This design comes from an exercise in tuning for small area, a short achievable clock period and few clock cycles per item on the open sky130 flow, not from production work.
The RTL was checked by simulation tests, not by an equivalence proof against the original design.
Power and IR drop assume default switching activity.

[flow/flow/run.sh]
#!/bin/bash
# Layout flow: the standard flow (standard.sh, unchanged synthesis and
# steps) with one difference: the buffers that ORFS puts on every input and
# output port are sky130_fd_sc_hd__buf_2 instead of the default cell.
# Each tool's full output goes to a log file in the work folder.
set -euo pipefail
{
  echo ""
  echo "# own flow: port buffer cell"
  echo "export BUFFER_PORTS_ARGS = -buffer_cell sky130_fd_sc_hd__buf_2"
} >> config.mk
cp config.mk flow_config_used.mk
bash standard.sh synth > flow_synth.log 2>&1
bash standard.sh > flow_layout.log 2>&1
test -f out/final.def
[flow/standard.sh]
#!/bin/bash
# synth_recipe.tcl (not shown) runs the flow's synth.tcl, then flattens the netlist and writes it again
# the make line also repeats each setting of config.mk as NAME=value (left out here)
make -C /OpenROAD-flow-scripts/flow DESIGN_CONFIG=/design/flow/config.mk WORK_HOME=/design/flow/orfs CLKGATE_MAP_FILE= SYNTH_SCRIPT=/design/flow/synth_recipe.tcl "${@:-finish}"
[flow/config.mk]
export PLATFORM = sky130hd
export DESIGN_NAME = cache_top
export DESIGN_NICKNAME = cache_top
export VERILOG_FILES = /design/flow/design.v
export SDC_FILE = /design/flow/constraint.sdc
export NUM_CORES = 4
export LEC_CHECK = 0
export CAP_MARGIN = 20
export CORE_MARGIN = 2
export CORE_UTILIZATION = 65
export CTS_BUF_LIST = sky130_fd_sc_hd__clkbuf_16
export CTS_CLUSTER_DIAMETER = 80
export CTS_CLUSTER_SIZE = 24
export SETUP_SLACK_MARGIN = 4.5
export SLEW_MARGIN = 20
export TNS_END_PERCENT = 5

# own flow: port buffer cell
export BUFFER_PORTS_ARGS = -buffer_cell sky130_fd_sc_hd__buf_2
[flow/constraint.sdc]
create_clock -name core_clock -period 8.0 [get_ports {clk}]
set_input_delay 1.6000 -clock core_clock [delete_from_list [all_inputs] [get_ports {clk}]]
set_output_delay 1.6000 -clock core_clock [all_outputs]
set_load 0.01 [all_outputs]
[flow/design.v]
package cache_pkg;
  localparam int ADDR_BITS = 32;           
  localparam int DATA_BITS = 32;           
  localparam int NUM_SETS  = 8;
  localparam int NUM_WAYS  = 2;
  localparam int INDEX_LSB = 2;            
  localparam int TAG_LSB   = 5;            
  localparam int INDEX_BITS = TAG_LSB - INDEX_LSB;
  localparam int TAG_BITS   = ADDR_BITS - TAG_LSB;
  typedef logic [ADDR_BITS-1:0]  addr_t;
  typedef logic [DATA_BITS-1:0]  data_t;
  typedef logic [TAG_BITS-1:0]   tag_t;
  typedef logic [INDEX_BITS-1:0] index_t;
  typedef logic [1:0]            req_type_t;
  typedef logic                  way_t;    
  localparam req_type_t REQ_READ  = 2'd0;
  localparam req_type_t REQ_WRITE = 2'd1;
  localparam req_type_t REQ_INIT  = 2'd2;   
endpackage
`timescale 1ns/1ps
module cache_top (
  input  logic                 clk,
  input  logic                 reset,
  input  logic                 proc_req,
  input  cache_pkg::req_type_t proc_type,
  input  cache_pkg::addr_t     proc_addr,
  input  cache_pkg::data_t     proc_wdata,
  output cache_pkg::data_t     proc_rdata,
  output logic                 proc_hit,
  output logic                 proc_ack,
  output logic                 mem_req,
  output logic                 mem_we,
  output cache_pkg::addr_t     mem_addr,
  output cache_pkg::data_t     mem_wdata,
  input  cache_pkg::data_t     mem_rdata,
  input  logic                 mem_ack
);
  localparam int S = cache_pkg::NUM_SETS;
  cache_pkg::tag_t  tags0 [S];
  cache_pkg::tag_t  tags1 [S];
  cache_pkg::data_t words0 [S];
  cache_pkg::data_t words1 [S];
  logic [S-1:0]     valid0, valid1, dirty0, dirty1;
  logic [S-1:0]     lru;           
  logic              st_idle;      
  logic              st_evict;     
  logic              st_evrel;     
  logic              st_refill;    
  cache_pkg::data_t  wa;           
  cache_pkg::data_t  wb;           
  logic              sel_resp;     
  logic [29:0]       maddr;        
  logic              way_q;        
  logic              commit;       
  cache_pkg::req_type_t type_q;    
  logic              dirty_we;     
  logic              tag_we;       
  cache_pkg::index_t idx;
  cache_pkg::tag_t   ptag;
  logic is_read, is_write, is_init;
  logic m0, m1, hit, victim, vdirty, sel_way, evict;
  cache_pkg::tag_t  t0, t1, vtag;
  cache_pkg::data_t w0, w1, vword, oword;
  assign idx      = proc_addr[4:2];
  assign ptag     = proc_addr[31:5];
  assign is_read  = (proc_type == cache_pkg::REQ_READ);
  assign is_write = (proc_type == cache_pkg::REQ_WRITE);
  assign is_init  = proc_type[1];
  assign t0 = tags0[idx];
  assign t1 = tags1[idx];
  assign w0 = words0[idx];
  assign w1 = words1[idx];
  assign m0      = valid0[idx] && (t0 == ptag);
  assign m1      = valid1[idx] && (t1 == ptag);
  assign hit     = m0 | m1;
  assign victim  = lru[idx];
  assign vdirty  = victim ? (valid1[idx] & dirty1[idx]) : (valid0[idx] & dirty0[idx]);
  assign vtag    = victim ? t1 : t0;
  assign vword   = victim ? w1 : w0;
  assign oword   = victim ? w0 : w1;
  assign sel_way = m1 | (~m0 & victim);      
  assign evict   = ~is_init & vdirty;
  logic go, done_now, miss_go;
  assign go       = st_idle & proc_req;
  assign done_now = go & (hit | is_init);                 
  assign miss_go  = go & ~hit & ~is_init & ~mem_ack;      
  always_ff @(posedge clk) begin
    if (reset) begin
      st_idle   <= 1'b1;
      st_evict  <= 1'b0;
      st_evrel  <= 1'b0;
      st_refill <= 1'b0;
      proc_ack  <= 1'b0;
      mem_req   <= 1'b0;
      commit    <= 1'b0;
    end else begin
      st_idle   <= (st_idle & ~done_now & ~miss_go) | (proc_ack & ~proc_req);
      st_evict  <= (miss_go & vdirty) | (st_evict & ~mem_ack);
      st_evrel  <= (st_evict | st_evrel) & mem_ack;
      st_refill <= (miss_go & ~vdirty) | ((st_evrel | st_refill) & ~mem_ack);
      proc_ack  <= done_now | (st_refill & mem_ack) | (proc_ack & proc_req);
      mem_req   <= miss_go | ((st_evict | st_evrel | st_refill) & ~mem_ack);
      commit    <= done_now | (st_refill & mem_ack);
    end
  end
  always_ff @(posedge clk) begin
    if (st_idle) begin
      wa          <= is_read ? oword : proc_wdata;
      wb          <= vword;
      maddr       <= {evict ? vtag : ptag, idx};
      mem_we      <= vdirty;
      type_q      <= proc_type;
      way_q       <= sel_way;
      sel_resp    <= is_read & (victim ? m1 : m0);
      proc_hit    <= hit & ~is_init;
    end
    if (st_evrel) begin
      maddr  <= {ptag, idx};
      mem_we <= 1'b0;
    end
    if (st_refill) begin
      wa       <= is_write ? proc_wdata : mem_rdata;
      sel_resp <= 1'b0;
      proc_hit <= 1'b0;
    end
  end
  cache_pkg::index_t cidx;
  assign cidx = maddr[2:0];
  assign dirty_we = ~((type_q == cache_pkg::REQ_READ) & proc_hit);
  assign tag_we   = type_q[1] | ~proc_hit;
  always_ff @(posedge clk) begin
    if (commit) begin
      if (way_q) begin
        if (tag_we)     tags1[cidx]  <= maddr[29:3];
        if (dirty_we)   words1[cidx] <= wa;
      end else begin
        if (tag_we)     tags0[cidx]  <= maddr[29:3];
        if (dirty_we)   words0[cidx] <= wa;
      end
    end
  end
  always_ff @(posedge clk) begin
    if (reset) begin
      valid0 <= '0;
      valid1 <= '0;
      dirty0 <= '0;
      dirty1 <= '0;
      lru    <= '0;
    end else if (commit) begin
      lru[cidx] <= ~way_q;
      if (way_q) begin
        valid1[cidx] <= 1'b1;
        if (dirty_we) dirty1[cidx] <= (type_q == cache_pkg::REQ_WRITE);
      end else begin
        valid0[cidx] <= 1'b1;
        if (dirty_we) dirty0[cidx] <= (type_q == cache_pkg::REQ_WRITE);
      end
    end
  end
  assign proc_rdata = sel_resp ? wb : wa;
  assign mem_wdata  = wb;
  assign mem_addr   = {maddr, 2'b00};
endmodule
==> flow_summary.toml, run 1 <==
[power]
powerDensity_mw_per_mm2 = 208.7
peakVddDrop_mv = 0.2085
total_power_mw = 10.37
leakage_nw = 16.82

[die]
io_pins = 202
start_util_pct = 65.97
chipHeight_um = 265.8
core_sq_mm = 0.06751
num_rows = 95
die_area_sq_mm = 0.07063
die_width_um = 265.8

[logic_synthesis]
synth_compound_area_share_pct = 3.551
synth_adder_area_share_pct = 0.1124
synth.distinct_cells = 62
syn_avg_cell_area_sq_um = 18.61
synth-seq-cells = 1091
ys_warn_count = 1
synth-xor-area-share_pct = 0.7276
synth_area_sq_mm = 0.04454
synth.area.mux_share_pct = 18.09
synth_edf_count = 1041
synth_top_family_by_area = "multiplexers"
synth-seq-area-share_pct = 72.43
synthCells = 2393
synthArstFlopShare_pct = 0
synth_simple_gate_area_share_pct = 3.624
ys.flop_type = "edfxtp_1"

[cts]
clockBufferDepth = 3
htreeDepth = 2
numCtsBuffers = 52
root_buffer = "clkbuf_16"
clk_pin_slew_ns = 0.09
cts.sinks = 1091
tritoncts = "done"
hold_buffers = 0
clk_latency_ns = 0.64

[placement]
place_congestion = 0.8849
placed_area_sq_mm = 0.04673
hpwl_um = 57690
port_buffers = 197

[timing]
period_needed_ns = 3.742
slew_violations = 0
max_freq_mhz = 267.3
tns_ns = 0
skew_ns = 0.02067
min_period_over_period_pct = 46.77
tightest_slew_ns = 1.203
relSlewSlack_pct = 19.71
final_hold_viol_count = 0
whs_ns = 0.4733
finalSetupViolations = 0
rsz0062_at_grt = "true"

[worst_setup_path]
endpoint_kind = "register"
startpoint_type = "input port"
crit_arrival_ns = 4.27
critical-path-slowest-cell = "mux4_2"
reg2reg_from = "maddr[0]$_DFFE_PP_"
critPathMaxFanout = 9
cp_slowest_stage_delay_ns = 0.53
crit_path_cell_trace = "buf_16 > buf_16 > buf_12 > mux4_2 > a21oi_2 > xnor2_1 > or3_1 > nor4_4 > buf_4 > buf_4 > nor4_1 > o31a_1"
ff2ff_path_depth = 6
r2r_slack_ns = 5.12
crit_required_ns = 8.53
crit_type = "input port to register"
r2r-end = "dirty0[6]$_SDFFE_PP0P_"

[worst_hold_path]
hold_class = "register to register"
min_to = "valid1[2]$_SDFFE_PP0P_"
hp-start = "valid1[2]$_SDFFE_PP0P_"
min_path_cells = 2

[grt]
track_usage_pct = 31.10
antenna_found_initial = 9
grt_start_max_net_pins = 62
grt_pass1_wl_um = 157800
grt_pass1_vias = 23840
grt_overflow = 0

[layout]
area_growth_pct = 11.58
drive_gt1_share_pct = 28.27
nNetsFinal = 2717
most-common-layout-cells = "edfxtp_1, mux2i_1, mux4_2, buf_2, nor2_1"
final_common_cell = "edfxtp_1"
final_area_sq_mm = 0.04970
final_util_pct = 73.61

[drt]
avgViaCountPerCell = 6.860
ant_nets = 0
drtIter0Drc = 2498
finalWirelength_um = 110600
drcViolationCount = 0
first_pass_iters = 5
via_count = 24099
wire_per_inst_um = 31.48

[outcome]
status = "no timing/DRC/antenna violations"

[job]
cap_violations = 0
[cell type report]
type	count	area (sq um)
Tap cell	873	1092
Timing Repair Buffer	297	2432
Inverter	6	42.54
Sequential cell	1091	32270
Clock inverter	24	116.4
Fill cell	4054	17820
Clock buffer	54	1351
Antenna cell	5	12.51
Multi-Input combinational cell	1163	12380
[state kept, by name (all words and copies together) (netlist names)]
signal / count
proc_hit: 1
st_evict: 1
wa: 32
words1: 256
st_evrel: 1
proc_ack: 1
valid0: 8
lru: 8
dirty0: 8
valid1: 8
dirty1: 8
words0: 256
sel_resp: 1
tags1: 216
st_refill: 1
commit: 1
maddr: 30
type_q: 2
mem_we: 1
wb: 32
way_q: 1
mem_req: 1
tags0: 216
st_idle: 1
[stage by stage]
stage | cells | setup slack (ns)
after detailed placement | 3380 | 2.121
after global placement | 3380 | 2.166
final | 3513 | 4.258
after CTS | 3492 | 4.262
after global routing | 3508 | 4.219
after floorplan | 2394 | 3.989
[routing by layer]
layer	global-route usage [%]	share of wire [%]	vias up
li1	-	-	10087
met1	42.20	38	12631
met2	53.80	51	1169
met3	4.140	7.7	204
met4	8.731	2.9	8
met5	0	0.045	-
[power breakdown]
part           total (mW)  internal, mW  switching, mW
combinational       0.849         0.366          0.484
sequential           6.60          6.44          0.167
clock                2.92          1.23           1.69
[kinds of logic after synthesis]
kind of cell             count (synthesis)
adder cells (fa/ha/maj)                  4
buffers and inverters                  140
other                                    1
XOR/XNOR                                37
AO/OA/AOI/OAI                          250
multiplexers                           537
flip-flops                            1091
AND/OR/NAND/NOR                        333
[repair_timing]
action,CTS,global route
setup endpoints to repair,133,75
pin swaps,6,13
buffers inserted,19,11
resized for setup,79,50
gates cloned,15,5
[worst max-delay path by stage]
stage	from	endpoint	slack [ns]	cells after the start
floorplan	proc_addr[3]	st_idle$_SDFF_PP1_	3.99	11
global placement	proc_addr[2]	maddr[17]$_DFFE_PP_	2.17	8
detailed placement	proc_addr[2]	maddr[21]$_DFFE_PP_	2.12	8
CTS	proc_addr[3]	mem_req$_SDFF_PP0_	4.26	12
global route	proc_addr[3]	mem_req$_SDFF_PP0_	4.22	12
finish	proc_addr[2]	mem_req$_SDFF_PP0_	4.26	12
[critical path: cells and delay by family]
| kind | cells | cell delay (ns) |
|---|---|---|
| muxes | 1 | 0.53 |
| and+or+nand+nor | 3 | 0.71 |
| AOI/OAI and AO/OA | 2 | 0.45 |
| buffers and inverters | 5 | 0.79 |
| xor gates and xnor gates | 1 | 0.18 |
[cell usage after synthesis, drive strengths merged, types with 6 or more instances]
library cell  number  area, sq um
o21ai             54        270.3
a22oi             73        548.0
or2                6        37.54
dfxtp             50         1001
nor2             143        539.3
mux2              71        799.5
nor4              18        125.1
nand2b             8        50.05
and3               6        37.54
nand4              7        43.79
a21oi             61        305.3
nand3             13        65.06
mux2i            259         2596
a21boi            12        90.09
xnor2             27        236.5
mux4             207         4662
buf               72        392.9
nor3              32        165.2
clkbuf            62        232.7
and3b             10        87.58
o22ai             17        106.4
a31oi              6        43.79
edfxtp          1041        31260
xor2              10        87.58
nor2b             13        81.33
nand2             54        202.7
Testbench counts, summed over its fixed seeds: cycles 45,681, requests 12,000.
==> run 2, diff against run 1 <==
--- a/flow/design.v
+++ b/flow/design.v
@@ -50,15 +50,19 @@
   cache_pkg::data_t  wb;           
   logic              sel_resp;     
   logic [29:0]       maddr;        
+  logic              m0_q, m1_q;   
+  logic              victim_q;     
+  logic              ack_q;        
+  logic              commit;       
+  logic              hit_q;
   logic              way_q;        
-  logic              commit;       
   cache_pkg::req_type_t type_q;    
   logic              dirty_we;     
   logic              tag_we;       
   cache_pkg::index_t idx;
   cache_pkg::tag_t   ptag;
   logic is_read, is_write, is_init;
-  logic m0, m1, hit, victim, vdirty, sel_way, evict;
+  logic m0, m1, hit, victim, vdirty, evict;
   cache_pkg::tag_t  t0, t1, vtag;
   cache_pkg::data_t w0, w1, vword, oword;
   assign idx      = proc_addr[4:2];
@@ -78,7 +82,6 @@
   assign vtag    = victim ? t1 : t0;
   assign vword   = victim ? w1 : w0;
   assign oword   = victim ? w0 : w1;
-  assign sel_way = m1 | (~m0 & victim);      
   assign evict   = ~is_init & vdirty;
   logic go, done_now, miss_go;
   assign go       = st_idle & proc_req;
@@ -91,16 +94,14 @@
       st_evrel  <= 1'b0;
       st_refill <= 1'b0;
       proc_ack  <= 1'b0;
-      mem_req   <= 1'b0;
-      commit    <= 1'b0;
+      ack_q     <= 1'b0;
     end else begin
       st_idle   <= (st_idle & ~done_now & ~miss_go) | (proc_ack & ~proc_req);
       st_evict  <= (miss_go & vdirty) | (st_evict & ~mem_ack);
       st_evrel  <= (st_evict | st_evrel) & mem_ack;
       st_refill <= (miss_go & ~vdirty) | ((st_evrel | st_refill) & ~mem_ack);
       proc_ack  <= done_now | (st_refill & mem_ack) | (proc_ack & proc_req);
-      mem_req   <= miss_go | ((st_evict | st_evrel | st_refill) & ~mem_ack);
-      commit    <= done_now | (st_refill & mem_ack);
+      ack_q     <= proc_ack;
     end
   end
   always_ff @(posedge clk) begin
@@ -110,9 +111,10 @@
       maddr       <= {evict ? vtag : ptag, idx};
       mem_we      <= vdirty;
       type_q      <= proc_type;
-      way_q       <= sel_way;
+      m0_q        <= m0;
+      m1_q        <= m1;
+      victim_q    <= victim;
       sel_resp    <= is_read & (victim ? m1 : m0);
-      proc_hit    <= hit & ~is_init;
     end
     if (st_evrel) begin
       maddr  <= {ptag, idx};
@@ -121,13 +123,17 @@
     if (st_refill) begin
       wa       <= is_write ? proc_wdata : mem_rdata;
       sel_resp <= 1'b0;
-      proc_hit <= 1'b0;
+      m0_q     <= 1'b0;
+      m1_q     <= 1'b0;
     end
   end
   cache_pkg::index_t cidx;
   assign cidx = maddr[2:0];
-  assign dirty_we = ~((type_q == cache_pkg::REQ_READ) & proc_hit);
-  assign tag_we   = type_q[1] | ~proc_hit;
+  assign commit = proc_ack & ~ack_q;
+  assign hit_q  = m0_q | m1_q;
+  assign way_q  = m1_q | (~m0_q & victim_q);     
+  assign dirty_we = ~((type_q == cache_pkg::REQ_READ) & hit_q);
+  assign tag_we   = type_q[1] | ~hit_q;
   always_ff @(posedge clk) begin
     if (commit) begin
       if (way_q) begin
@@ -158,6 +164,8 @@
     end
   end
   assign proc_rdata = sel_resp ? wb : wa;
+  assign proc_hit   = hit_q & ~type_q[1];
+  assign mem_req    = st_evict | st_refill;
   assign mem_wdata  = wb;
   assign mem_addr   = {maddr, 2'b00};
 endmodule
--- a/flow/config.mk
+++ b/flow/config.mk
@@ -11,7 +11,7 @@
 export CTS_BUF_LIST = sky130_fd_sc_hd__clkbuf_16
 export CTS_CLUSTER_DIAMETER = 80
 export CTS_CLUSTER_SIZE = 24
-export SETUP_SLACK_MARGIN = 4.5
+export SETUP_SLACK_MARGIN = 5
 export SLEW_MARGIN = 20
 export TNS_END_PERCENT = 5
 
==> run 2 against run 1 <==
Against the previous run:
- sequential power barely moved
- register-to-register slack got worse by 0.23 ns
- clock-buffer cell count is 1 lower
- final area grew 2.2%
- sequential share of layout area fell by 1.4 points
- worst hold slack lost 0.021 ns
- utilization rose by 1.6 points
- clock power hardly changed
- maximum frequency increased by 5.7%
- largest cell class unchanged
==> flow_summary.toml, run 2 <==
[outcome]
status = "no timing/DRC/antenna violations"

[worst_setup_path]
cp_slowest_stage_delay_ns = 0.53
reg2reg_from = "proc_ack$_SDFF_PP0_"
crit_path_cell_trace = "buf_16 > buf_12 > mux4_2 > mux2i_4 > xnor2_2 > nor4_4 > nand4_1 > nor4_4 > buf_6 > nor2_2 > a32o_1"
cp_top_family = "simple AND/OR/NAND/NOR gates"
crit_top_cell = "nor4_4"
r2r-end = "tags0[6][19]$_DFFE_PP_"
crit_buf_inv = 3
crit_arrival_ns = 4.08
crit_required_ns = 8.54
r2r_slack_ns = 4.89
cp.depth = 11
critPathMaxFanout = 5
ff2ff_path_depth = 5
critical-path-slowest-cell = "mux4_2"
startpoint_type = "input port"
endpoint_kind = "register"
crit_type = "input port to register"

[die]
chipHeight_um = 265.7
core_sq_mm = 0.06751
io_pins = 202
num_rows = 95
start_util_pct = 65.91
die_area_sq_mm = 0.07057
die_width_um = 265.7

[job]
cap_violations = 0

[cts]
tritoncts = "done"
root_buffer = "clkbuf_16"
clockBufferDepth = 3
htreeDepth = 2
numCtsBuffers = 52
cts.sinks = 1091
clk_pin_slew_ns = 0.10
clk_latency_ns = 0.65

[logic_synthesis]
synth_area_sq_mm = 0.04450
synthCells = 2405
synth_edf_count = 1041
synth_area_leaders = "edfxtp_1, mux4_2, mux2i_1"
synth-seq-cells = 1091
syn_avg_cell_area_sq_um = 18.50
synthArstFlopShare_pct = 0
synth.most_common_cell = "edfxtp_1"
synth-seq-area-share_pct = 72.49
synth.distinct_cells = 63
yosys.area.top_type = "edfxtp_1"
ys_warn_count = 1
yosysTopAreaCellShare_pct = 70.24
synth_commonest_cells = "edfxtp_1, mux2i_1, mux4_2"
ys.flop_type = "edfxtp_1"

[worst_hold_path]
hp-start = "valid0[4]$_SDFFE_PP0P_"
min_to = "valid0[4]$_SDFFE_PP0P_"
min_path_cells = 2
hold_class = "register to register"

[timing]
min_period_over_period_pct = 44.25
tightest_slew_ns = 1.202
relSlewSlack_pct = 19.84
period_needed_ns = 3.540
rsz0062_at_grt = "true"
slew_violations = 0
final_hold_viol_count = 0
max_freq_mhz = 282.5
skew_ns = 0.02514
tns_ns = 0
finalSetupViolations = 0

[placement]
dp.cells = 3393
hpwl_um = 59680
place_congestion = 0.9094
port_buffers = 197

[grt]
grt_util_met2_pct = 51.20
top_usage_layer = "met1"
grt_pass1_wl_um = 171300
track_usage_pct = 34.19
grt_use_met3_pct = 6.619
gr-usage-met1_pct = 52.64
antenna_found_initial = 7
grt_start_max_net_pins = 55
grt_pass1_vias = 24928
grt_overflow = 0

[layout]
final_common_cell = "edfxtp_1"
most-common-layout-cells = "edfxtp_1, mux2i_1, buf_2, mux4_2, a22oi_1"
area_growth_pct = 14.14
nNetsFinal = 2797
reg_top3 = "words0 (256), words1 (256)"
drive_gt1_share_pct = 30.04
finalNonFillerCells = 3594

[drt]
ant_nets = 0
avgViaCountPerCell = 7.168
drtIter0Drc = 3815
finalWirelength_um = 122200
wire_per_inst_um = 33.99
first_pass_iters = 7
via_count = 25762
drcViolationCount = 0

[power]
powerDensity_mw_per_mm2 = 206.0
leakage_nw = 17.66
peakVddDrop_mv = 0.2000
total_power_mw = 10.46
==> run 2: changes by cell type in the layout (fill, tap and decap cells not counted), sizes merged, moves of 8 or more <==
cell,before,now
a21oi,61,27
a22oi,73,126
a31oi,6,24
buf,287,346
inv,24,32
mux2,71,83
mux4,207,185
nand2,54,64
nor2,143,108
nor3,32,19
o21ai,54,69
==> run 2: worst max-delay path by stage <==
stage,from,end,slack [ns]
2_1_floorplan,proc_addr[2],st_evict$_SDFF_PP0_,4.09
3_3_place_gp,proc_addr[3],st_evict$_SDFF_PP0_,2.34
3_5_place_dp,proc_addr[3],st_refill$_SDFF_PP0_,2.24
4_1_cts,proc_addr[3],st_evict$_SDFF_PP0_,4.47
5_1_grt,proc_addr[3],st_idle$_SDFF_PP1_,4.42
6_report,proc_addr[3],st_evict$_SDFF_PP0_,4.46
==> run 2: tightest hold or removal path: stages, from the launching register on <==
cell	delay, ns
dfxtp_1	0.32
inv_1	0.05
a21oi_1	0.05
==> run 2: power by group <==
group | switching [mW] | internal, mW | total [mW]
combinational | 0.513 | 0.404 | 0.917
clock | 1.73 | 1.22 | 2.95
sequential | 0.166 | 6.43 | 6.60
total | 2.41 | 8.06 | 10.5
==> run 2: kinds of logic after synthesis <==
group	share of synthesized area [%]
compound gates	4.485
xor+xnor	0.5511
fa+ha+maj	0.1125
buf+inv	1.549
flops	72.49
mux	17.55
other cells	0.008427
simple gates	3.250
==> run 2: layout make-up <==
cell class,instances,area [sq um]
Timing Repair Buffer,364,3436
Sequential cell,1091,32270
Fill cell,3859,16720
Antenna cell,5,12.51
Clock inverter,26,136.4
Tap cell,873,1092
Clock buffer,53,1326
Inverter,13,56.30
Multi-Input combinational cell,1169,12460
==> run 2: per-layer routing <==
metal,routed length (um),up-vias
met5,13,-
met4,3511,2
met3,14360,233
met2,56010,1677
met1,48260,13510
li1,-,10340
==> run 2: per-stage QoR <==
step	hold slack, ns	setup slack [ns]	cell area, sq um	utilization [%]
finish	0.4523	4.460	50790	75.23
floorplan	0.4211	4.092	44710	-
detailed placement	0.4375	2.238	46690	69.16
global placement	0.4380	2.336	46690	69.16
CTS	0.4512	4.472	50070	74.16
global route	0.4868	4.424	50790	75.23
==> run 2: repair_timing <==
action                                  CTS  global route
endpoints found under the setup margin  193           852
pin swaps                                15            18
gates cloned                             29             8
resized for setup                       147            55
hold buffers                              0             0
setup buffers                            40            38
Testbench counts of run 2, summed over its fixed seeds: cycles 45,681, requests 12,000.
==> run 3, diff against run 2 <==
--- a/flow/config.mk
+++ b/flow/config.mk
@@ -11,7 +11,7 @@
 export CTS_BUF_LIST = sky130_fd_sc_hd__clkbuf_16
 export CTS_CLUSTER_DIAMETER = 80
 export CTS_CLUSTER_SIZE = 24
-export SETUP_SLACK_MARGIN = 5
+export SETUP_SLACK_MARGIN = 4.5
 export SLEW_MARGIN = 20
 export TNS_END_PERCENT = 5
 
==> run 3 against run 2 <==
Against the previous run:
- synthesized cell count unchanged
- sequential share of layout area increased by 1.8 points
- utilization fell by 2.1 points
- register-to-register slack got worse by 0.35 ns
- sequential power about the same
- area after synthesis unchanged
- final area is 2.8% lower
- clock power about the same
- critical path depth is 3 lower
- critical path type unchanged
==> flow_summary.toml, run 3 <==
[outcome]
status = "no timing/DRC/antenna violations"

[cts]
clk_pin_slew_ns = 0.11
hold_buffers = 0
tritoncts = "done"
cts.sinks = 1091
htreeDepth = 2
root_buffer = "clkbuf_16"
numCtsBuffers = 52
clk_latency_ns = 0.67
clockBufferDepth = 3

[timing]
max_freq_mhz = 264.9
min_period_over_period_pct = 47.19
finalSetupViolations = 0
relSlewSlack_pct = 23.90
tns_ns = 0
tightest_slew_ns = 1.141
rsz0062_at_grt = "true"
skew_ns = 0.03814
period_needed_ns = 3.775
final_hold_viol_count = 0
slew_violations = 0

[worst_setup_path]
critPathMaxFanout = 11
crit_required_ns = 8.56
crit_arrival_ns = 4.34
startpoint_type = "input port"
endpoint_kind = "register"
crit_type = "input port to register"
ff2ff_path_depth = 5
r2r_slack_ns = 4.54

[die]
die_width_um = 265.7
num_rows = 95
core_sq_mm = 0.06751
die_area_sq_mm = 0.07057
start_util_pct = 65.91
chipHeight_um = 265.7
io_pins = 202

[logic_synthesis]
yosysTopAreaCellShare_pct = 70.24
syn_avg_cell_area_sq_um = 18.50
synth_edf_count = 1041
synth_area_sq_mm = 0.04450
synth_commonest_cells = "edfxtp_1, mux2i_1, mux4_2"
synthCells = 2405
ys_warn_count = 1
synth-seq-cells = 1091
synth.most_common_cell = "edfxtp_1"
yosys.area.top_type = "edfxtp_1"
synth.distinct_cells = 63
synth_area_leaders = "edfxtp_1, mux4_2, mux2i_1"
synth-seq-area-share_pct = 72.49
synthArstFlopShare_pct = 0
ys.flop_type = "edfxtp_1"

[grt]
grt_pass1_vias = 24598
grt_start_max_net_pins = 74
grt_use_met3_pct = 8.369
gr-usage-met1_pct = 48.57
top_usage_layer = "met2"
track_usage_pct = 32.56
antenna_found_initial = 6
grt_overflow = 0
grt_util_met2_pct = 48.67
grt_pass1_wl_um = 163600

[power]
total_power_mw = 10.35
internal_power_mw = 7.989
seq_power_share_pct = 63.7
powerDensity_mw_per_mm2 = 209.7
pwr-share-clk_pct = 28.4
leakage_nw = 17.06
pwr-share-comb_pct = 7.9
netSwitchingPower_mw = 2.361
swShare_pct = 22.82
peakVddDrop_mv = 0.2005

[drt]
drtIter0Drc = 3375
avgViaCountPerCell = 7.025
ant_nets = 0
via_count = 24701
finalWirelength_um = 114400
drcViolationCount = 0
wire_per_inst_um = 32.55
first_pass_iters = 7

[layout]
drive_gt1_share_pct = 26.23
nNetsFinal = 2717
most-common-layout-cells = "edfxtp_1, mux2i_1, buf_2, mux4_2, a22oi_1"
reg_top3 = "words0 (256), words1 (256)"
area_growth_pct = 10.93
final_common_cell = "edfxtp_1"
n_fill_cell = 4149

[placement]
port_buffers = 197
hpwl_um = 59590
place_congestion = 0.8981

[job]
cap_violations = 0

[worst_hold_path]
hold_class = "register to register"
min_path_cells = 2
[run 3: logic make-up after synthesis]
logic type	count (synthesis)	synth area share, %
multiplexers	534	17.55
XOR/XNOR	28	0.5511
AND/OR/NAND/NOR	298	3.250
flip-flops	1091	72.49
other	1	0.008427
adder cells (fa/ha/maj)	4	0.1125
buffers and inverters	149	1.549
AO/OA/AOI/OAI	300	4.485
[run 3: power groups by stage]
| stage | sequential, mW | clock (mW) | combinational [mW] |
|---|---|---|---|
| 6_report | 6.60 | 2.94 | 0.818 |
| 4_1_cts | 6.59 | 2.96 | 0.801 |
| 2_1_floorplan | 6.67 | 0 | 0.466 |
| 3_5_place_dp | 6.72 | 0 | 0.731 |
| 5_1_grt | 6.62 | 3.15 | 0.864 |
| 3_3_place_gp | 6.70 | 0 | 0.719 |
[run 3: layout make-up]
class | instances | area, sq um | area share [%]
sequential | 1091 | 32270 | 65.37
antenna | 5 | 12.51 | 0.02535
tap | 873 | 1092 | 2.213
timing repair buffer | 285 | 2303 | 4.666
multi-input combinational | 1168 | 12160 | 24.63
clock buffer | 53 | 1326 | 2.687
inverter | 13 | 61.31 | 0.1242
clock inverter | 28 | 140.1 | 0.2839
[run 3: final timing paths]
path,startpoint,endpoint
worst max-delay path,proc_addr[2],st_evict$_SDFF_PP0_
worst min-delay path,lru[1]$_SDFFE_PP0P_,lru[1]$_SDFFE_PP0P_
worst max register to register,victim_q$_DFFE_PP_,tags1[5][5]$_DFFE_PP_
worst min register to register,lru[1]$_SDFFE_PP0P_,lru[1]$_SDFFE_PP0P_
[run 3: through the flow]
stage / hold slack [ns] / util [%] / setup WS (ns) / std cells / instance area [sq um]
floorplan: 0.4211 / - / 4.092 / 2406 / 44710
global placement: 0.4360 / 69.15 / 1.901 / 3389 / 46680
detailed placement: 0.4453 / 69.15 / 1.819 / 3389 / 46680
CTS: 0.4606 / 72.93 / 4.327 / 3508 / 49240
global route: 0.4895 / 73.12 / 4.161 / 3515 / 49360
finish: 0.4667 / 73.12 / 4.225 / 3516 / 49370
[run 3: what timing repair did]
item,in CTS,in global routing
setup endpoints to repair,132,91
pin swaps,9,6
endpoints found under the hold margin,0,0
gates resized for setup,78,15
cloned,14,1
buffers inserted,24,2
[run 3: routing by layer]
metal	wire [um]	up-vias	share of wire (%)
li1	-	10182	-
met1	45450	12875	40
met2	52620	1437	46
met3	13280	207	12
met4	3092	0	2.7
met5	0	-	0
[run 3: worst max-delay path, cell delays in order]
cell     delay (ns)
buf_16         0.18
buf_16         0.16
mux4_2         0.52
mux2i_4        0.24
xnor2_2        0.15
or4_1          0.52
or4_4          0.63
a32o_1         0.29
==> run 4, diff against run 3 <==
--- a/flow/config.mk
+++ b/flow/config.mk
@@ -13,7 +13,7 @@
 export CTS_CLUSTER_SIZE = 24
 export SETUP_SLACK_MARGIN = 4.5
 export SLEW_MARGIN = 20
-export TNS_END_PERCENT = 5
+export TNS_END_PERCENT = 60
 
 # own flow: port buffer cell
 export BUFFER_PORTS_ARGS = -buffer_cell sky130_fd_sc_hd__buf_2
==> run 4 against run 3 <==
Against the previous run:
- still clean on timing, DRC and antenna
- flip-flop and latch count did not move
- maximum frequency up 0.91%
- final area increased by 1.2%
- area after synthesis is the same
- clock skew is 0.020 ns lower
- first-iteration DRC count grew 8.5%
- routed wire length up 1.2%
- sequential power about the same
- critical path type unchanged
- critical endpoint unchanged
- largest power group unchanged
==> flow_summary.toml, run 4 <==
[cts]
clk_pin_slew_ns = 0.09
root_buffer = "clkbuf_16"
cts.sinks = 1091
tritoncts = "done"
clk_latency_ns = 0.65
numCtsBuffers = 51
htreeDepth = 2
clockBufferDepth = 3

[timing]
min_period_over_period_pct = 46.76
slew_violations = 0
skew_ns = 0.01858
relSlewSlack_pct = 22.10
tns_ns = 0
finalSetupViolations = 0
final_hold_viol_count = 0
tightest_slew_ns = 1.166
rsz0062_at_grt = "true"
whs_ns = 0.4653
period_needed_ns = 3.741
max_freq_mhz = 267.3

[power]
leakage_nw = 17.31
pwr-share-comb_pct = 8.2
swShare_pct = 22.44
powerDensity_mw_per_mm2 = 207.3
pwr-share-clk_pct = 28.1
total_power_mw = 10.35
seq_power_share_pct = 63.7
internal_power_mw = 8.031
netSwitchingPower_mw = 2.323
peakVddDrop_mv = 0.1869

[logic_synthesis]
synth_compound_area_share_pct = 4.484
synth.distinct_cells = 63
syn_avg_cell_area_sq_um = 18.50
synth.most_common_cell = "edfxtp_1"
synth-seq-area-share_pct = 72.49
synth_area_leaders = "edfxtp_1, mux4_2, mux2i_1"
synth_simple_gate_area_share_pct = 3.250
synth_area_sq_mm = 0.04450
synth_edf_count = 1041
synthArstFlopShare_pct = 0
synth_commonest_cells = "edfxtp_1, mux2i_1, mux4_2"
ys_warn_count = 1
yosysTopAreaCellShare_pct = 70.24
synth-seq-cells = 1091
synth-xor-area-share_pct = 0.5511
synthCells = 2405
synth_adder_area_share_pct = 0.1125
yosys.area.top_type = "edfxtp_1"
ys.flop_type = "edfxtp_1"
synth.area.mux_share_pct = 17.55
synth_top_family_by_area = "multiplexers"

[drt]
wl_met2_um = 53640
wire_per_inst_um = 32.63
finalWirelength_um = 115800
top_layer_used = "met4"
via_count = 24847
drtIter0Drc = 3662
drcViolationCount = 0
first_pass_iters = 6
dr_wl_met3_um = 13800
wl_met1_um = 45190
avgViaCountPerCell = 6.999
ant_nets = 0

[job]
cap_violations = 0

[placement]
placed_area_sq_mm = 0.04666
hpwl_um = 59210
port_buffers = 197
dp.cells = 3388
place_congestion = 0.9212

[worst_setup_path]
crit_required_ns = 8.54
crit_arrival_ns = 4.28
startpoint_type = "input port"
endpoint_kind = "register"
critPathMaxFanout = 6
crit_type = "input port to register"
ff2ff_path_depth = 5

[worst_hold_path]
hold_class = "register to register"
min_path_cells = 2

[die]
num_rows = 95
die_area_sq_mm = 0.07057
core_sq_mm = 0.06751
io_pins = 202
chipHeight_um = 265.7
die_width_um = 265.7
start_util_pct = 65.91

[grt]
grt_start_max_net_pins = 61
grt_pass1_vias = 24103
grt_pass1_wl_um = 164100
grt_overflow = 0
track_usage_pct = 32.61
antenna_found_initial = 10

[layout]
finalNonFillerCells = 3550
reg_top3 = "words0 (256), words1 (256)"
final_area_sq_mm = 0.04994
drive_gt1_share_pct = 27.99
seq_area_sq_mm = 0.03227
nNetsFinal = 2755
multi_input_area_sq_mm = 0.01230
final_common_cell = "edfxtp_1"
area_growth_pct = 12.22
most-common-layout-cells = "edfxtp_1, mux2i_1, buf_2, mux4_2, a22oi_1"
n_fill_cell = 4050

[outcome]
status = "no timing/DRC/antenna violations"
## run 4: worst paths after layout
check | from | endpoint | slack, ns
worst max-delay path | proc_addr[2] | st_evict$_SDFF_PP0_ | 4.26
worst min register to register | valid0[4]$_SDFFE_PP0P_ | valid0[4]$_SDFFE_PP0P_ | 0.47
worst min-delay path | valid0[4]$_SDFFE_PP0P_ | valid0[4]$_SDFFE_PP0P_ | 0.47
worst max register to register | victim_q$_DFFE_PP_ | tags1[3][25]$_DFFE_PP_ | 4.70
## run 4: power by group through the flow
stage	registers (mW)	clock network [mW]	logic, mW
2_1_floorplan	6.67	0	0.468
3_3_place_gp	6.71	0	0.713
3_5_place_dp	6.73	0	0.724
4_1_cts	6.60	2.93	0.817
5_1_grt	6.62	3.12	0.895
6_report	6.60	2.90	0.852
## run 4: logic make-up after synthesis
kind of cell               count (synthesis)
adders and majority gates                  4
muxes                                    534
and+or+nand+nor                          298
AOI/OAI and AO/OA                        300
buffers and inverters                    149
other                                      1
DFF                                     1091
xor gates and xnor gates                  28
## run 4: repair_timing
item	4_1_cts	5_1_grt
setup endpoints to repair	131	90
gates cloned	19	4
hold buffers	0	0
setup buffers	41	17
pin swaps	10	14
resized for setup	99	41
## run 4: critical path: stages
cell,delay (ns)
buf_16,0.15
buf_16,0.13
mux4_2,0.53
mux2i_4,0.25
xnor2_2,0.14
or4_1,0.53
or4_4,0.65
a32o_1,0.28
## run 4: cell type report
class / instances / area share (%)
antenna: 5 / 0.02505
clock buffer: 53 / 2.656
clock inverter: 23 / 0.2380
inverter: 13 / 0.1428
multi-input combinational: 1168 / 24.63
sequential: 1091 / 64.62
tap: 873 / 2.187
timing repair buffer: 324 / 5.504
## run 4: layer usage
layer | vias up | track usage (%)
li1 | 10260 | -
met1 | 12838 | 49.66
met2 | 1545 | 49.52
met3 | 204 | 6.341
met4 | 0 | 8.503
met5 | - | 0
## run 4: metrics by stage
stage | utilization, % | setup WS, ns
finish | 73.97 | 4.259
detailed placement | 69.10 | 2.070
global placement | 69.10 | 2.098
floorplan | - | 4.092
CTS | 73.34 | 4.343
global route | 73.97 | 4.293
==> run 5, diff against run 4 <==
--- a/flow/config.mk
+++ b/flow/config.mk
@@ -13,7 +13,7 @@
 export CTS_CLUSTER_SIZE = 24
 export SETUP_SLACK_MARGIN = 4.5
 export SLEW_MARGIN = 20
-export TNS_END_PERCENT = 60
+export TNS_END_PERCENT = 25
 
 # own flow: port buffer cell
 export BUFFER_PORTS_ARGS = -buffer_cell sky130_fd_sc_hd__buf_2
==> run 5 against run 4 <==
Against the previous run:
- flip-flop and latch count stayed put
- first-iteration DRC count is 4.8% lower
- utilization hardly changed
- worst hold slack worse by 0.0018 ns
- combinational power is 0.5% lower
- critical path depth is 2 higher
- sequential share of layout area hardly changed
- die area stayed put
- register-to-register slack worse by 0.20 ns
- sequential power hardly changed
- critical endpoint unchanged
==> flow_summary.toml, run 5 <==
[layout]
drive_gt1_share_pct = 28.06
final_util_pct = 73.95
final_common_cell = "edfxtp_1"
nNetsFinal = 2753
area_growth_pct = 12.19
finalNonFillerCells = 3549
reg_top3 = "words0 (256), words1 (256)"
most-common-layout-cells = "edfxtp_1, mux2i_1, buf_2, mux4_2, a22oi_1"
n_fill_cell = 4036

[cts]
htreeDepth = 2
root_buffer = "clkbuf_16"
numCtsBuffers = 52
clk_pin_slew_ns = 0.10
clockBufferDepth = 3
clk_latency_ns = 0.66
tritoncts = "done"
cts.sinks = 1091

[logic_synthesis]
synth-seq-cells = 1091
ys.flop_type = "edfxtp_1"
synth_commonest_cells = "edfxtp_1, mux2i_1, mux4_2"
synth_edf_count = 1041
synthCells = 2405
synth_simple_gate_area_share_pct = 3.250
synth.area.mux_share_pct = 17.55
synth_area_leaders = "edfxtp_1, mux4_2, mux2i_1"
synth-xor-area-share_pct = 0.5511
synth_adder_area_share_pct = 0.1125
yosysTopAreaCellShare_pct = 70.24
synth_compound_area_share_pct = 4.484
yosys.area.top_type = "edfxtp_1"
synth.most_common_cell = "edfxtp_1"
synth.distinct_cells = 63
ys_warn_count = 1
synthArstFlopShare_pct = 0
synth_top_family_by_area = "multiplexers"
synth_area_sq_mm = 0.04450
syn_avg_cell_area_sq_um = 18.50
synth-seq-area-share_pct = 72.49

[die]
die_area_sq_mm = 0.07057
chipHeight_um = 265.7
io_pins = 202
core_sq_mm = 0.06751
die_width_um = 265.7
start_util_pct = 65.91
num_rows = 95

[power]
total_power_mw = 10.38
peakVddDrop_mv = 0.2225
powerDensity_mw_per_mm2 = 208.0
leakage_nw = 17.28

[placement]
dp.cells = 3394
place_congestion = 0.8886
port_buffers = 197
hpwl_um = 60120

[worst_setup_path]
critPathMaxFanout = 8
cp_slowest_stage_delay_ns = 0.51
ff2ff_path_depth = 5
crit_buf_inv = 2
endpoint_kind = "register"
crit_arrival_ns = 4.14
cp.depth = 10
cp_top_family = "simple AND/OR/NAND/NOR gates"
critical-path-slowest-cell = "mux4_2"
startpoint_type = "input port"
crit_type = "input port to register"
crit_path_cell_trace = "buf_16 > mux4_2 > mux2_4 > xor2_2 > nor4_4 > nand4_1 > nor4_4 > buf_6 > nor2_4 > a32o_1"
crit_required_ns = 8.55
crit_top_cell = "nor4_4"

[drt]
via_count = 24962
ant_nets = 0
first_pass_iters = 6
finalWirelength_um = 114600
drcViolationCount = 0
drtIter0Drc = 3486
wire_per_inst_um = 32.29
avgViaCountPerCell = 7.034

[timing]
relSlewSlack_pct = 21.32
final_hold_viol_count = 0
skew_ns = 0.04391
tns_ns = 0
rsz0062_at_grt = "true"
max_freq_mhz = 278.4
period_needed_ns = 3.592
slew_violations = 0
min_period_over_period_pct = 44.90
finalSetupViolations = 0
tightest_slew_ns = 1.177

[grt]
antenna_found_initial = 6
grt_overflow = 0
track_usage_pct = 32.33
grt_start_max_net_pins = 79
grt_pass1_wl_um = 163500
grt_pass1_vias = 24548

[worst_hold_path]
min_path_cells = 2
hold_class = "register to register"

[outcome]
status = "no timing/DRC/antenna violations"

[job]
cap_violations = 0
-- run 5: stage by stage --
step	setup slack [ns]	instance area [sq um]	hold slack, ns
finish	4.408	49920	0.4635
floorplan	4.092	44710	0.4211
global placement	2.145	46690	0.4378
global route	4.341	49920	0.4809
CTS	4.374	49360	0.4580
detailed placement	2.094	46690	0.4436
-- run 5: metal layers --
| layer | vias up | track usage [%] | wire length (um) |
|---|---|---|---|
| li1 | 10243 | - | - |
| met1 | 12982 | 48.98 | 45900 |
| met2 | 1539 | 49.50 | 53400 |
| met3 | 196 | 6.323 | 12730 |
| met4 | 2 | 8.002 | 2569 |
| met5 | - | 0 | 13 |
-- run 5: timing repair --
action / in CTS / in global routing
pin swaps: 6 / 21
setup buffers: 21 / 27
endpoints found under the setup margin: 132 / 99
gates resized for setup: 101 / 47
hold buffers: 0 / 0
gates cloned: 17 / 7
-- run 5: path summary, 6_finish.rpt --
check                                         endpoint  slack (ns)                    from
worst min-delay path            valid0[4]$_SDFFE_PP0P_        0.46  valid0[4]$_SDFFE_PP0P_
worst max register to register   tags1[2][8]$_DFFE_PP_        4.50     proc_ack$_SDFF_PP0_
worst min register to register  valid0[4]$_SDFFE_PP0P_        0.46  valid0[4]$_SDFFE_PP0P_
worst max-delay path               st_evict$_SDFF_PP0_        4.41            proc_addr[3]
-- run 5: area by class of cell --
class                           count  area [sq um]  share of cell area [%]
Sequential cell                  1091         32270                   64.64
Antenna cell                        3         7.507                 0.01504
Multi-Input combinational cell   1167         12280                   24.59
Tap cell                          873          1092                   2.188
Inverter                           13         65.06                  0.1303
Clock inverter                     27         137.6                  0.2757
Clock buffer                       53          1326                   2.657
Timing Repair Buffer              322          2748                   5.504
-- run 5: power breakdown --
group / leakage (nW) / total, mW / internal [mW] / switching (mW)
Clock: 0.791 / 2.94 / 1.22 / 1.72
Sequential: 9.90 / 6.60 / 6.43 / 0.167
Combinational: 6.59 / 0.848 / 0.367 / 0.481
-- run 5: cells by family (layout without fill, tap and decap cells) --
logic type                 count (synthesis)  in the layout
DFF                                     1091           1091
muxes                                    534            534
AOI/OAI and AO/OA                        300            300
and+or+nand+nor                          298            299
buffers and inverters                    149            415
xor gates and xnor gates                  28             28
adders and majority gates                  4              4
other                                      1              5
-- run 5: worst min-delay path, delay by kind of cell (launching register included) --
kind	cells	cell delay (ns)
AOI/OAI and AO/OA	1	0.05
buffers and inverters	1	0.05
DFF	1	0.33
==> run 6, diff against run 5 <==
==> flow/flow/run.sh (replaced) <==
#!/bin/bash
# Layout flow: the standard flow (standard.sh, unchanged synthesis and
# steps) with one difference: the buffers that ORFS puts on every input and
# output port are sky130_fd_sc_hd__buf_1 instead of the default cell.
# Each tool's full output goes to a log file in the work folder.
set -euo pipefail
{
  echo ""
  echo "# own flow: port buffer cell"
  echo "export BUFFER_PORTS_ARGS = -buffer_cell sky130_fd_sc_hd__buf_1"
} >> config.mk
cp config.mk flow_config_used.mk
bash standard.sh synth > flow_synth.log 2>&1
bash standard.sh > flow_layout.log 2>&1
test -f out/final.def
--- a/flow/config.mk
+++ b/flow/config.mk
@@ -7,13 +7,13 @@
 export LEC_CHECK = 0
 export CAP_MARGIN = 20
 export CORE_MARGIN = 2
-export CORE_UTILIZATION = 65
+export CORE_UTILIZATION = 70
 export CTS_BUF_LIST = sky130_fd_sc_hd__clkbuf_16
 export CTS_CLUSTER_DIAMETER = 80
 export CTS_CLUSTER_SIZE = 24
 export SETUP_SLACK_MARGIN = 4.5
 export SLEW_MARGIN = 20
-export TNS_END_PERCENT = 25
+export TNS_END_PERCENT = 5
 
 # own flow: port buffer cell
-export BUFFER_PORTS_ARGS = -buffer_cell sky130_fd_sc_hd__buf_2
+export BUFFER_PORTS_ARGS = -buffer_cell sky130_fd_sc_hd__buf_1
==> run 6 against run 5 <==
Against the previous run:
- total power fell by 0.65%
- worst hold slack improved by 0.0049 ns
- first-iteration DRC count rose by 6.1%
- maximum frequency fell by 3.8%
- utilization rose by 4.5 points
- sequential power barely moved
- area after synthesis did not move
- global-route usage rose by 2.1 points
- non-clock buffer count fell by 16
- routed wire length fell by 0.22%
- worst setup slack got worse by 0.14 ns
- critical path type unchanged
- critical endpoint is now st_refill$_SDFF_PP0_
- largest power group unchanged
- highest routed layer unchanged
==> flow_summary.toml, run 6 <==
[layout]
final_area_sq_mm = 0.04942
area_growth_pct = 11.05
n_fill_cell = 3346
finalNonFillerCells = 3505
reg_top3 = "words0 (256), words1 (256)"
drive_gt1_share_pct = 20.20
nNetsFinal = 2737
final_common_cell = "edfxtp_1"
most-common-layout-cells = "edfxtp_1, mux2i_1, buf_1, mux4_2, a22oi_1"

[logic_synthesis]
synthArstFlopShare_pct = 0
ys_warn_count = 1
synth_area_sq_mm = 0.04450
ys.flop_type = "edfxtp_1"
synth.distinct_cells = 63
synth_area_leaders = "edfxtp_1, mux4_2, mux2i_1"
yosys.area.top_type = "edfxtp_1"
syn_avg_cell_area_sq_um = 18.50
synthCells = 2405
yosysTopAreaCellShare_pct = 70.24
synth_commonest_cells = "edfxtp_1, mux2i_1, mux4_2"
synth.most_common_cell = "edfxtp_1"
synth_edf_count = 1041
synth-seq-cells = 1091
synth-seq-area-share_pct = 72.49

[cts]
tritoncts = "done"
numCtsBuffers = 52
clk_latency_ns = 0.64
clockBufferDepth = 3
hold_buffers = 0
clk_pin_slew_ns = 0.10
cts.sinks = 1091
htreeDepth = 2
root_buffer = "clkbuf_16"

[worst_setup_path]
crit_type = "input port to register"
critPathMaxFanout = 20
startpoint_type = "input port"
ff2ff_path_depth = 5
cp-endpoint = "st_refill$_SDFF_PP0_"
reg2reg_from = "proc_ack$_SDFF_PP0_"
r2r_slack_ns = 4.61
endpoint_kind = "register"
crit_start = "proc_addr[4]"
crit_arrival_ns = 4.27
r2r-end = "tags1[6][19]$_DFFE_PP_"
crit_required_ns = 8.54

[timing]
skew_ns = 0.02554
whs_ns = 0.4684
finalSetupViolations = 0
period_needed_ns = 3.735
min_period_over_period_pct = 46.69
tns_ns = 0
slew_violations = 0
tightest_slew_ns = 1.129
relSlewSlack_pct = 24.75
final_hold_viol_count = 0
max_freq_mhz = 267.7
rsz0062_at_grt = "true"

[drt]
wire_per_inst_um = 32.63
drtIter0Drc = 3698
drcViolationCount = 0
via_count = 25201
finalWirelength_um = 114400
avgViaCountPerCell = 7.190
ant_nets = 0
first_pass_iters = 7

[die]
io_pins = 202
chipHeight_um = 256.1
die_area_sq_mm = 0.06561
die_width_um = 256.1
num_rows = 92
core_sq_mm = 0.06297
start_util_pct = 70.68

[placement]
port_buffers = 197
placed_area_sq_mm = 0.04639
dp.cells = 3363
hpwl_um = 58590
place_congestion = 0.9422

[grt]
track_usage_pct = 34.41
grt_pass1_vias = 24694
grt_overflow = 0
grt_pass1_wl_um = 162900
antenna_found_initial = 7
grt_start_max_net_pins = 58

[worst_hold_path]
hold_class = "register to register"
hp-start = "lru[5]$_SDFFE_PP0P_"

[power]
leakage_nw = 16.63
peakVddDrop_mv = 0.2239
powerDensity_mw_per_mm2 = 208.7
total_power_mw = 10.32

[outcome]
status = "no timing/DRC/antenna violations"

[job]
cap_violations = 0
-- run 6: worst min-delay path by stage --
stage	end	slack [ns]	depth (start not counted)
floorplan	valid0[4]$_SDFFE_PP0P_	0.42	2
global placement	valid0[6]$_SDFFE_PP0P_	0.44	2
detailed placement	lru[4]$_SDFFE_PP0P_	0.45	2
CTS	valid0[4]$_SDFFE_PP0P_	0.46	2
global route	valid0[4]$_SDFFE_PP0P_	0.48	2
finish	lru[5]$_SDFFE_PP0P_	0.47	2
-- run 6: report_power, final --
| group | total (mW) | switching [mW] | internal (mW) |
|---|---|---|---|
| combinational | 0.819 | 0.477 | 0.343 |
| clock | 2.89 | 1.68 | 1.21 |
| sequential | 6.60 | 0.174 | 6.43 |
| total | 10.3 | 2.33 | 7.98 |
-- run 6: cell families (layout without fill, tap and decap cells) --
family | Yosys count | in the layout | share of synthesized area [%]
adders and majority gates | 4 | 4 | 0.1125
AOI/OAI and AO/OA | 300 | 300 | 4.485
buffers and inverters | 149 | 395 | 1.549
muxes | 534 | 534 | 17.55
other | 1 | 8 | 0.008427
DFF | 1091 | 1091 | 72.49
xor gates and xnor gates | 28 | 28 | 0.5511
and+or+nand+nor | 298 | 299 | 3.250
-- run 6: area by class of cell --
class	count	area (sq um)	area share [%]
Antenna cell	6	15.01	0.03038
Clock buffer	53	1326	2.684
Clock inverter	23	122.6	0.2481
Inverter	13	61.31	0.1241
Multi-Input combinational cell	1167	12260	24.80
Sequential cell	1091	32270	65.30
Tap cell	846	1059	2.142
Timing Repair Buffer	306	2311	4.676
-- run 6: timing repair --
action                     4_1_cts  5_1_grt
gates resized for setup         78       53
buffers inserted                25       13
pin swaps                        5       11
setup endpoints to repair      133       89
cloned                          19        3
-- run 6: layer usage --
| metal | share of wire [%] | global-route usage [%] | vias to the layer above |
|---|---|---|---|
| met2 | 47 | 53.24 | 1801 |
| met5 | 0.039 | 0 | - |
| met3 | 12 | 6.179 | 227 |
| li1 | - | - | 10206 |
| met4 | 2.7 | 9.958 | 2 |
| met1 | 38 | 51.59 | 12965 |
-- run 6: per-stage QoR --
step                      setup slack, ns  util, %
after global routing                4.284    78.48
after CTS                           4.344    77.79
after detailed placement            2.142    73.67
final                               4.265    78.49
after global placement              2.218    73.67
after floorplan                     4.092        -
-- run 6: critical path, stage by stage --
cell       delay, ns
clkbuf_16       0.19
buf_16          0.19
and2_1          0.27
a22o_1          0.27
o21a_1          0.23
nor4_2          0.38
nand4_1         0.19
or4_4           0.62
a41o_1          0.26

separate check: timing with driven ports:
The flow's constraints put no driver on any port. The routed layouts listed below were extracted and timed again, unchanged, in two steps. Step 1 sets driving cells, clkbuf_16 on the clock port and buf_2 on the other inputs (assumed; they add their load-dependent delay and slew). Step 2 adds t to the input delays and takes it off the output delays; t is the mean of the earliest and latest rising clock arrival at the registers after step 1. Input paths then give back, and output paths get back, about the clock's delay inside the block. Three values: no drivers, after step 1, after step 2; two values: the first two.
run	t (ns)	slack for setup (ns)	worst register clock-pin slew, ns
run 1	0.703	4.258 / 4.048 / 3.345	0.10 / 0.10
run 2	0.707	4.460 / 4.046 / 3.339	0.10 / 0.10
run 3	0.724	4.225 / 4.038 / 3.314	0.11 / 0.11
run 4	0.699	4.259 / 3.987 / 3.288	0.10 / 0.10
run 5	0.705	4.408 / 4.061 / 3.357	0.10 / 0.10
run 6	0.694	4.265 / 4.101 / 3.408	0.10 / 0.10
After both steps every run listed still meets setup and hold. The setup slack of run 2, which loses most, moves by -0.414 ns with the drivers and by -1.121 ns with both steps.
